What follows belongs to an exercise in optimizing a design on an open flow for small area, a short achievable clock period and few clock cycles; a production flow would make more cautious choices.
Only simulation tests tie the RTL to the original design; equivalence was not proved.
Power and IR drop assume default switching activity.

===== design/flow/config.mk =====
export PLATFORM = sky130hd
export DESIGN_NAME = dcache_port
export DESIGN_NICKNAME = dcache_port
export VERILOG_FILES = /design/flow/design.v
export SDC_FILE = /design/flow/constraint.sdc
export NUM_CORES = 4
export LEC_CHECK = 0
export CAP_MARGIN = 20
export CORE_MARGIN = 2
export CORE_UTILIZATION = 40
export SETUP_SLACK_MARGIN = 0.2
export SLEW_MARGIN = 20

===== design/flow/constraint.sdc =====
create_clock -name core_clock -period 6.5 [get_ports {clk}]
set_input_delay 1.3000 -clock core_clock [delete_from_list [all_inputs] [get_ports {clk}]]
set_output_delay 1.3000 -clock core_clock [all_outputs]
set_load 0.01 [all_outputs]

===== design/flow/design.v =====
`default_nettype none
package dcache_pkg;
    localparam int unsigned XLEN   = 64;
    localparam int unsigned STRB_W = XLEN / 8;
    localparam int unsigned OFFS_W = $clog2(STRB_W);   
    typedef logic [XLEN-1:0]   data_t;
    typedef logic [XLEN-1:0]   addr_t;
    typedef logic [STRB_W-1:0] strb_t;
    typedef enum logic [1:0] {
        SIZE_B,
        SIZE_H,
        SIZE_W,
        SIZE_D
    } size_e;
    typedef enum logic [1:0] {
        MEM_LOAD,
        MEM_STORE,
        MEM_AMO
    } mem_op_e;
    typedef enum logic [3:0] {
        AMO_SWAP,
        AMO_ADD,
        AMO_XOR,
        AMO_AND,
        AMO_OR,
        AMO_MIN,
        AMO_MAX,
        AMO_MINU,
        AMO_MAXU
    } amo_op_e;
    typedef enum logic {
        EXC_LOAD_MISALIGN,
        EXC_STORE_MISALIGN
    } exc_cause_e;
    typedef struct packed {
        addr_t   address;
        data_t   value;         
        mem_op_e op;
        size_e   size;
        logic    is_unsigned;   
        amo_op_e amo;
    } cache_req_t;
    typedef struct packed {
        data_t value;
    } cache_resp_t;
    typedef struct packed {
        exc_cause_e cause;
        addr_t      tval;
    } cache_exc_t;
    typedef struct packed {
        data_t data;
        strb_t strb;
    } mem_w_t;
    function automatic logic [OFFS_W-1:0] size_mask(input size_e size);
        size_mask = OFFS_W'((1 << size) - 1);
    endfunction
endpackage
`default_nettype wire
`timescale 1ns/1ps
`default_nettype none
module amo_alu (
    input  dcache_pkg::amo_op_e op,
    input  dcache_pkg::data_t   old_value,
    input  dcache_pkg::data_t   operand,
    output dcache_pkg::data_t   result
);
    logic lt_signed;
    logic lt_unsigned;
    assign lt_signed   = $signed(old_value) < $signed(operand);
    assign lt_unsigned = old_value < operand;
    always_comb begin
        unique case (op)
            dcache_pkg::AMO_SWAP: result = operand;
            dcache_pkg::AMO_ADD:  result = old_value + operand;
            dcache_pkg::AMO_XOR:  result = old_value ^ operand;
            dcache_pkg::AMO_AND:  result = old_value & operand;
            dcache_pkg::AMO_OR:   result = old_value | operand;
            dcache_pkg::AMO_MIN:  result = lt_signed ? old_value : operand;
            dcache_pkg::AMO_MAX:  result = lt_signed ? operand : old_value;
            dcache_pkg::AMO_MINU: result = lt_unsigned ? old_value : operand;
            dcache_pkg::AMO_MAXU: result = lt_unsigned ? operand : old_value;
            default:              result = operand;
        endcase
    end
endmodule
`default_nettype wire
`timescale 1ns/1ps
`default_nettype none
module load_align (
    input  logic                          clk,
    input  dcache_pkg::data_t             beat,
    input  logic [dcache_pkg::OFFS_W-1:0] offset,
    input  dcache_pkg::size_e             size,
    input  logic                          is_unsigned,
    output dcache_pkg::data_t             value
);
    dcache_pkg::data_t shifted;
    assign shifted = beat >> {offset, 3'b000};
    always_comb begin
        unique case (size)
            dcache_pkg::SIZE_B: begin
                if (is_unsigned) value = dcache_pkg::data_t'(shifted[7:0]);
                else value = dcache_pkg::data_t'($signed(shifted[7:0]));
            end
            dcache_pkg::SIZE_H: begin
                if (is_unsigned) value = dcache_pkg::data_t'(shifted[15:0]);
                else value = dcache_pkg::data_t'($signed(shifted[15:0]));
            end
            dcache_pkg::SIZE_W: begin
                if (is_unsigned) value = dcache_pkg::data_t'(shifted[31:0]);
                else value = dcache_pkg::data_t'($signed(shifted[31:0]));
            end
            default: value = beat;   
        endcase
    end
endmodule
`default_nettype wire
`timescale 1ns/1ps
`default_nettype none
module store_align (
    input  dcache_pkg::data_t             src,
    input  logic [dcache_pkg::OFFS_W-1:0] offset,
    input  dcache_pkg::size_e             size,
    output dcache_pkg::mem_w_t            beat
);
    dcache_pkg::strb_t strb_base;
    always_comb begin
        unique case (size)
            dcache_pkg::SIZE_B: strb_base = dcache_pkg::strb_t'(8'h01);
            dcache_pkg::SIZE_H: strb_base = dcache_pkg::strb_t'(8'h03);
            dcache_pkg::SIZE_W: strb_base = dcache_pkg::strb_t'(8'h0f);
            default:            strb_base = '1;
        endcase
    end
    assign beat.data = src << {offset, 3'b000};
    assign beat.strb = strb_base << offset;
endmodule
`default_nettype wire
`timescale 1ns/1ps
`default_nettype none
module dcache_ctrl (
    input  logic                          clk,
    input  logic                          rstn,
    input  logic                          req_valid,
    input  dcache_pkg::cache_req_t        req,
    output logic                          req_ready,
    output logic                          resp_valid,
    output dcache_pkg::cache_resp_t       resp,
    output logic                          ex_valid,
    output dcache_pkg::cache_exc_t        ex,
    output logic                          ar_valid,
    output dcache_pkg::addr_t             ar_addr,
    input  logic                          ar_ready,
    input  logic                          r_valid,
    output logic                          aw_valid,
    output dcache_pkg::addr_t             aw_addr,
    input  logic                          aw_ready,
    output logic                          w_valid,
    output dcache_pkg::mem_w_t            w,
    input  logic                          w_ready,
    input  logic                          b_valid,
    output logic [dcache_pkg::OFFS_W-1:0] load_offset,
    output dcache_pkg::size_e             load_size,
    output logic                          load_unsigned,
    input  dcache_pkg::data_t             load_value,
    output logic [dcache_pkg::OFFS_W-1:0] store_offset,
    output dcache_pkg::size_e             store_size,
    output dcache_pkg::data_t             store_src,
    input  dcache_pkg::mem_w_t            store_beat,
    output dcache_pkg::amo_op_e           amo_op,
    output dcache_pkg::data_t             amo_old,
    output dcache_pkg::data_t             amo_operand,
    input  dcache_pkg::data_t             amo_result
);
    typedef enum logic [1:0] {
        IDLE,
        WAIT_R,    
        AMO,       
        WAIT_W     
    } state_e;
    state_e                 state;
    dcache_pkg::cache_req_t req_q;
    logic                   accept;
    logic                   aligned;
    assign req_ready = state == IDLE;
    assign accept    = req_valid && req_ready;
    assign aligned   = (req.address[dcache_pkg::OFFS_W-1:0]
                        & dcache_pkg::size_mask(req.size)) == '0;
    assign ar_addr = req_q.address;
    assign aw_addr = req_q.address;
    assign load_offset   = req_q.address[dcache_pkg::OFFS_W-1:0];
    assign load_size     = req_q.size;
    assign load_unsigned = req_q.is_unsigned && req_q.op != dcache_pkg::MEM_AMO;
    assign store_offset = state == AMO ? req_q.address[dcache_pkg::OFFS_W-1:0]
                                       : req.address[dcache_pkg::OFFS_W-1:0];
    assign store_size   = state == AMO ? req_q.size : req.size;
    assign store_src    = state == AMO ? amo_result : req.value;
    assign amo_op      = req_q.amo;
    assign amo_old     = resp.value;
    assign amo_operand = req_q.size == dcache_pkg::SIZE_W
                       ? dcache_pkg::data_t'($signed(req_q.value[31:0])) : req_q.value;
    always_ff @(posedge clk or negedge rstn) begin
        if (!rstn) begin
            state      <= IDLE;
            req_q      <= '0;
            resp_valid <= 1'b0;
            ex_valid   <= 1'b0;
            ar_valid   <= 1'b0;
            aw_valid   <= 1'b0;
            w_valid    <= 1'b0;
        end else begin
            resp_valid <= 1'b0;
            ex_valid   <= 1'b0;
            unique case (state)
                IDLE: begin
                    if (accept && !aligned) begin
                        ex_valid <= 1'b1;
                    end else if (accept) begin
                        req_q <= req;
                        if (req.op == dcache_pkg::MEM_STORE) begin
                            aw_valid <= 1'b1;
                            w_valid  <= 1'b1;
                            state    <= WAIT_W;
                        end else begin
                            ar_valid <= 1'b1;
                            state    <= WAIT_R;
                        end
                    end
                end
                WAIT_R: begin
                    if (ar_ready) ar_valid <= 1'b0;
                    if (r_valid) begin
                        if (req_q.op == dcache_pkg::MEM_AMO) begin
                            state <= AMO;
                        end else begin
                            resp_valid <= 1'b1;
                            state      <= IDLE;
                        end
                    end
                end
                AMO: begin
                    aw_valid <= 1'b1;
                    w_valid  <= 1'b1;
                    state    <= WAIT_W;
                end
                WAIT_W: begin
                    if (aw_ready) aw_valid <= 1'b0;
                    if (w_ready) w_valid <= 1'b0;
                    if (b_valid) begin
                        resp_valid <= 1'b1;   
                        state      <= IDLE;
                    end
                end
                default: state <= IDLE;
            endcase
        end
    end
    always_ff @(posedge clk) begin
        if (accept && !aligned) begin
            ex.cause <= req.op == dcache_pkg::MEM_LOAD ? dcache_pkg::EXC_LOAD_MISALIGN
                                                       : dcache_pkg::EXC_STORE_MISALIGN;
            ex.tval  <= req.address;
        end
        if (accept || state == AMO) w <= store_beat;
        if (state == WAIT_R && r_valid) resp.value <= load_value;
    end
endmodule
`default_nettype wire
`timescale 1ns/1ps
`default_nettype none
module dcache_uncached (
    input  logic                    clk,
    input  logic                    rstn,
    input  logic                    req_valid,
    input  dcache_pkg::cache_req_t  req,
    output logic                    req_ready,
    output logic                    resp_valid,
    output dcache_pkg::cache_resp_t resp,
    output logic                    ex_valid,
    output dcache_pkg::cache_exc_t  ex,
    output logic                    ar_valid,
    output dcache_pkg::addr_t       ar_addr,
    input  logic                    ar_ready,
    input  logic                    r_valid,
    input  dcache_pkg::data_t       r_data,
    output logic                    aw_valid,
    output dcache_pkg::addr_t       aw_addr,
    input  logic                    aw_ready,
    output logic                    w_valid,
    output dcache_pkg::mem_w_t      w,
    input  logic                    w_ready,
    input  logic                    b_valid
);
    logic [dcache_pkg::OFFS_W-1:0] load_offset;
    dcache_pkg::size_e             load_size;
    logic                          load_unsigned;
    dcache_pkg::data_t             load_value;
    logic [dcache_pkg::OFFS_W-1:0] store_offset;
    dcache_pkg::size_e             store_size;
    dcache_pkg::data_t             store_src;
    dcache_pkg::mem_w_t            store_beat;
    dcache_pkg::amo_op_e           amo_op;
    dcache_pkg::data_t             amo_old;
    dcache_pkg::data_t             amo_operand;
    dcache_pkg::data_t             amo_result;
    dcache_ctrl ctrl0 (.*);
    load_align load0 (
        .clk         (clk),
        .beat        (r_data),
        .offset      (load_offset),
        .size        (load_size),
        .is_unsigned (load_unsigned),
        .value       (load_value)
    );
    store_align store0 (
        .src    (store_src),
        .offset (store_offset),
        .size   (store_size),
        .beat   (store_beat)
    );
    amo_alu alu0 (
        .op        (amo_op),
        .old_value (amo_old),
        .operand   (amo_operand),
        .result    (amo_result)
    );
endmodule
`default_nettype wire
`timescale 1ns/1ps
`default_nettype none
module dcache_port (
    input  logic        clk,
    input  logic        rstn,
    input  logic        req_valid,
    input  logic [63:0] req_address,
    input  logic [63:0] req_value,
    input  logic [1:0]  req_op,
    input  logic [1:0]  req_size,
    input  logic        req_unsigned,
    input  logic [3:0]  req_amo,
    output logic        req_ready,
    output logic        resp_valid,
    output logic [63:0] resp_value,
    output logic        ex_valid,
    output logic        ex_cause,
    output logic [63:0] ex_tval,
    output logic        ar_valid,
    output logic [63:0] ar_addr,
    input  logic        ar_ready,
    input  logic        r_valid,
    input  logic [63:0] r_data,
    output logic        aw_valid,
    output logic [63:0] aw_addr,
    input  logic        aw_ready,
    output logic        w_valid,
    output logic [63:0] w_data,
    output logic [7:0]  w_strb,
    input  logic        w_ready,
    input  logic        b_valid
);
    dcache_pkg::cache_req_t  req;
    dcache_pkg::cache_resp_t resp;
    dcache_pkg::cache_exc_t  ex;
    dcache_pkg::mem_w_t      w;
    assign req.address     = req_address;
    assign req.value       = req_value;
    assign req.op          = dcache_pkg::mem_op_e'(req_op);
    assign req.size        = dcache_pkg::size_e'(req_size);
    assign req.is_unsigned = req_unsigned;
    assign req.amo         = dcache_pkg::amo_op_e'(req_amo);
    assign resp_value = resp.value;
    assign ex_cause   = ex.cause;
    assign ex_tval    = ex.tval;
    assign w_data     = w.data;
    assign w_strb     = w.strb;
    dcache_uncached core0 (
        .clk        (clk),
        .rstn       (rstn),
        .req_valid  (req_valid),
        .req        (req),
        .req_ready  (req_ready),
        .resp_valid (resp_valid),
        .resp       (resp),
        .ex_valid   (ex_valid),
        .ex         (ex),
        .ar_valid   (ar_valid),
        .ar_addr    (ar_addr),
        .ar_ready   (ar_ready),
        .r_valid    (r_valid),
        .r_data     (r_data),
        .aw_valid   (aw_valid),
        .aw_addr    (aw_addr),
        .aw_ready   (aw_ready),
        .w_valid    (w_valid),
        .w          (w),
        .w_ready    (w_ready),
        .b_valid    (b_valid)
    );
endmodule
`default_nettype wire

===== design/flow/run.sh =====
#!/bin/bash
# synth_recipe.tcl (not shown) runs the flow's synth.tcl, then flattens the netlist and writes it again
# the make line also repeats each setting of config.mk as NAME=value (left out here)
make -C /OpenROAD-flow-scripts/flow DESIGN_CONFIG=/design/flow/config.mk WORK_HOME=/design/flow/orfs CLKGATE_MAP_FILE= SYNTH_SCRIPT=/design/flow/synth_recipe.tcl finish

==> results.yml <==
power:
  sw_frac_of_total: 0.510
  p_sw_w: 0.0109
  pwr-share-clk: 0.116
  power_leakage_nw: 14.0
  intPower_w: 0.0105
  powerDensity_nw_per_um2: 632
  p_seq_frac: 0.215
  combPwrFrac: 0.669
  irDropWorstVdd_mv: 0.406
  total_power_w: 0.0215
clocking:
  cts.root.buffer_cell: "clkbuf_16"
  clock_path_buffers: 3
  cts_sinks: 345
  numCtsBuffers: 42
  htreeDepth: 2
  cts.clk_slew.worst_paths_ns: 0.06
  clk_latency_ns: 0.59
  cts_tree: "built"
timing:
  clock-skew-final_ns: 0.0307
  min_period_ns: 6.33
  fmax_mhz: 158
  finalHoldViolCount: 0
  tightest_slew_ns: 1.17
  slew_headroom: 0.223
  rsz0062_at_grt: "true"
  slew_viol_final: 0
  setup_viol: 0
  setup_slack_ns: 0.175
  tns_ns: 0
  min_period_over_period: 0.973
critical_path:
  crit_path_end_kind: "register"
  crit_top_cell: "buf_4"
  cp.required_ns: 6.82
  cp_slowest_cell: "o41ai_1"
  critical_path.max_fanout: 11
  start_kind: "register"
  path_class: "register to register"
  path_cells: "nand2b_1, buf_4, buf_4, a21o_1, inv_1, ha_1, nor2b_1, o21ai_0, a21oi_1, nor4_1, o2111ai_1, buf_4, or2_1, o311ai_4, buf_4, nor3_1, o41ai_1, buf_4, nor2_1, o21ai_1, nand2_1"
  critical-path-max-stage-delay_ns: 0.68
  crit_arrival_ns: 6.65
floorplan:
  initial_core_util: 0.405
  die_h_um: 262
  die_area_um2: 68800
  die_w_um: 262
  num_rows: 94
  io_pins: 544
  core-area_um2: 65900
synthesis:
  synth_area_um2: 26700
  synth_nets: 3281
  synthArstFlopShare: 0.417
  ys.flop_type: "edfxtp_1"
  synth_seq_cells: 345
  netlist-cell-type-count: 85
  synth.avg_cell_area_um2: 9.26
  ys_seq_area_frac: 0.361
  synth-edff-count: 201
  ys_warn_count: 4
  netlist_instances: 2879
job:
  cap_violations: 0
global_route:
  grtUsageTotal: 0.361
  grt_max_degree: 96
  antenna_found_initial: 2
  first_global_vias: 25163
  grt_pass1_wl_um: 184000
  overflow: 0
layout:
  final_util: 0.516
  nets: 3653
  drive_gt1_frac: 0.125
  instances_no_fill: 4150
  syn_to_final_growth_pct: 27.4
  nFillCells: 6024
min_path:
  hold_path_class: "register to register"
drt:
  dr.first_iter.drc_count: 3482
  drc: 0
  num_vias: 26068
  ant_nets: 0
  wire_per_inst_um: 31.1
  via_per_inst: 6.28
  dr.pass1.iters: 8
  wl_um: 129000
placed_design:
  place_inst: 4068
  dpl.hpwl_um: 99700
  routabilityCongestion: 1.03
  pre_cts_ws_ns: 0.275
  numPortBuffers: 543
outcome:
  status: "no timing/DRC/antenna violations"
## registers in the layout (all words and copies together), names as in the netlist
name / count
core0.ctrl0.resp_valid: 1
core0.ctrl0.w_valid: 1
core0.ctrl0.state: 2
core0.ctrl0.resp: 64
core0.ctrl0.ex_valid: 1
core0.ctrl0.aw_valid: 1
core0.ctrl0.req_q: 137
core0.ctrl0.ex: 65
core0.ctrl0.w: 72
core0.ctrl0.ar_valid: 1
## power groups by stage
stage	clock (W)	combinational, W	sequential [W]
3_5_place_dp	0	0.0138	0.00459
4_1_cts	0.00251	0.0138	0.00455
6_report	0.00248	0.0144	0.00462
3_3_place_gp	0	0.0137	0.00458
2_1_floorplan	0	0.00849	0.00424
5_1_grt	0.00259	0.0152	0.00467
## cell families (layout without fill, tap and decap cells)
group,Yosys count,after routing,share of synthesized area
AO/OA/AOI/OAI,915,915,0.230
AND/OR/NAND/NOR,654,654,0.113
buffers and inverters,503,909,0.0907
flip-flops,345,345,0.361
multiplexers,236,236,0.104
adder cells (fa/ha/maj),193,193,0.0908
XOR/XNOR,33,33,0.0108
other,0,1,0
## repair_timing
item | in CTS | in global routing
hold buffers | 0 | 0
endpoints found under the hold margin | 0 | 0
gates resized for setup | 0 | 10
buffers inserted | 0 | 2
endpoints found under the setup margin | 0 | 33
## through the flow
stage                     hold WS, ns  instance area (um^2)
after global placement          0.480                 32400
final                           0.497                 34000
after detailed placement        0.488                 32400
after global routing            0.529                 34000
after floorplan                 0.470                 26700
after CTS                       0.500                 33900
## cell usage in the layout, fill, tap and decap left out, types with 14 or more instances in the layout
cell type	netlist	layout
dfrtp_1	144	142
clkdlybuf4s50_1	0	542
mux2_2	145	145
a221o_1	22	22
nor3_1	55	55
a211oi_1	35	35
clkbuf_16	0	44
o2bb2ai_1	14	14
a21o_1	88	88
o21ai_0	199	197
nand4_1	26	26
xnor2_1	20	20
mux2i_1	73	73
a21oi_1	223	222
o21bai_1	17	17
and3_1	22	20
and2_1	18	17
nor2b_1	21	21
mux4_2	18	18
o211ai_1	20	20
nand2_1	178	176
nor2_1	235	229
a31oi_1	31	29
a22oi_1	27	27
nand2b_1	15	15
inv_1	167	166
o221ai_1	18	18
nand3_1	39	38
ha_1	192	192
buf_4	130	117
o22ai_1	18	18
edfxtp_1	201	201
a221oi_1	46	41
## worst max-delay path: cells and delay by family (launching register included)
family / cells / cell delay, ns
AND/OR/NAND/NOR: 7 / 1.49
flip-flops: 1 / 0.35
buffers and inverters: 6 / 1.38
adder cells (fa/ha/maj): 1 / 0.50
AO/OA/AOI/OAI: 7 / 2.28
## layer usage
metal  up-vias  track usage  part of all wire
met5         -            0                 0
met4         0        0.112             0.033
met3       228       0.0886              0.11
met2      1730        0.535              0.43
met1     12907        0.517              0.42
li1      11203            -                 -
## final timing paths
| path | to | slack [ns] | start | depth (start not counted) |
|---|---|---|---|---|
| max | core0.ctrl0.w[49] | 0.17 | core0.ctrl0.req_q[5] | 21 |
| min | core0.ctrl0.req_q[7] | 0.50 | core0.ctrl0.req_q[7] | 1 |
| max reg2reg | core0.ctrl0.w[49] | 0.17 | core0.ctrl0.req_q[5] | 21 |
| min reg2reg | core0.ctrl0.req_q[7] | 0.50 | core0.ctrl0.req_q[7] | 1 |
| max in group asynchronous | core0.ctrl0.req_q[56] | 4.22 | rstn | 2 |
| min in group asynchronous | core0.ctrl0.req_q[117] | 0.83 | rstn | 1 |
## Yosys cell counts, drive strengths merged (39+ instances only)
master | instances | area, um^2
buf | 165 | 1150
mux2 | 145 | 1630
a221oi | 48 | 433
inv | 167 | 627
nand3 | 39 | 195
nand2 | 178 | 668
a21o | 88 | 661
dfrtp | 144 | 3600
edfxtp | 201 | 6040
ha | 192 | 2400
nor2 | 237 | 905
mux2i | 73 | 731
a21oi | 224 | 1120
nor3 | 56 | 285
clkbuf | 171 | 642
o21ai | 205 | 1030
## final cells by class
type,instances,area [um^2],share of cell area
well taps,864,1080,0.0318
flip-flops and latches,345,9640,0.284
clock buffers,51,1160,0.0341
inverters,167,627,0.0185
repair buffers,664,6380,0.188
clock inverters,27,288,0.00847
multi-input cells,2031,14800,0.435
diodes,1,2.50,0.0000737
Testbench counts, summed over its fixed seeds: cycles 23,233.

[separate check: timing with driven ports]
In the flow no input, the clock included, has a driving cell. The finished layout below was timed again as built, in two steps. Step 1 (the two cells are an assumption about what drives the block):
set clk [get_ports {clk}]
set_driving_cell -lib_cell sky130_fd_sc_hd__clkbuf_16 $clk
set_driving_cell -lib_cell sky130_fd_sc_hd__buf_2 [delete_from_list [all_inputs] $clk]
Step 2, shift: input delay + t, output delay - t, t = (earliest + latest rising clock arrival at the registers) / 2. This alone moves slack from input paths to output paths. Three values: no drivers, after step 1, after step 2; two values: the first two.
t (ns): 0.633
setup WS [ns]: 0.175 / 0.175 / 0.175
worst setup path after step 2: register to register
clock arrival spread, ns: 0.032 / 0.031
worst data-port slew with drivers (ns): 0.09
After both steps this run still meets setup and hold. For this run, drivers alone change the setup slack by 0.000 ns; drivers and shift together by 0.000 ns.
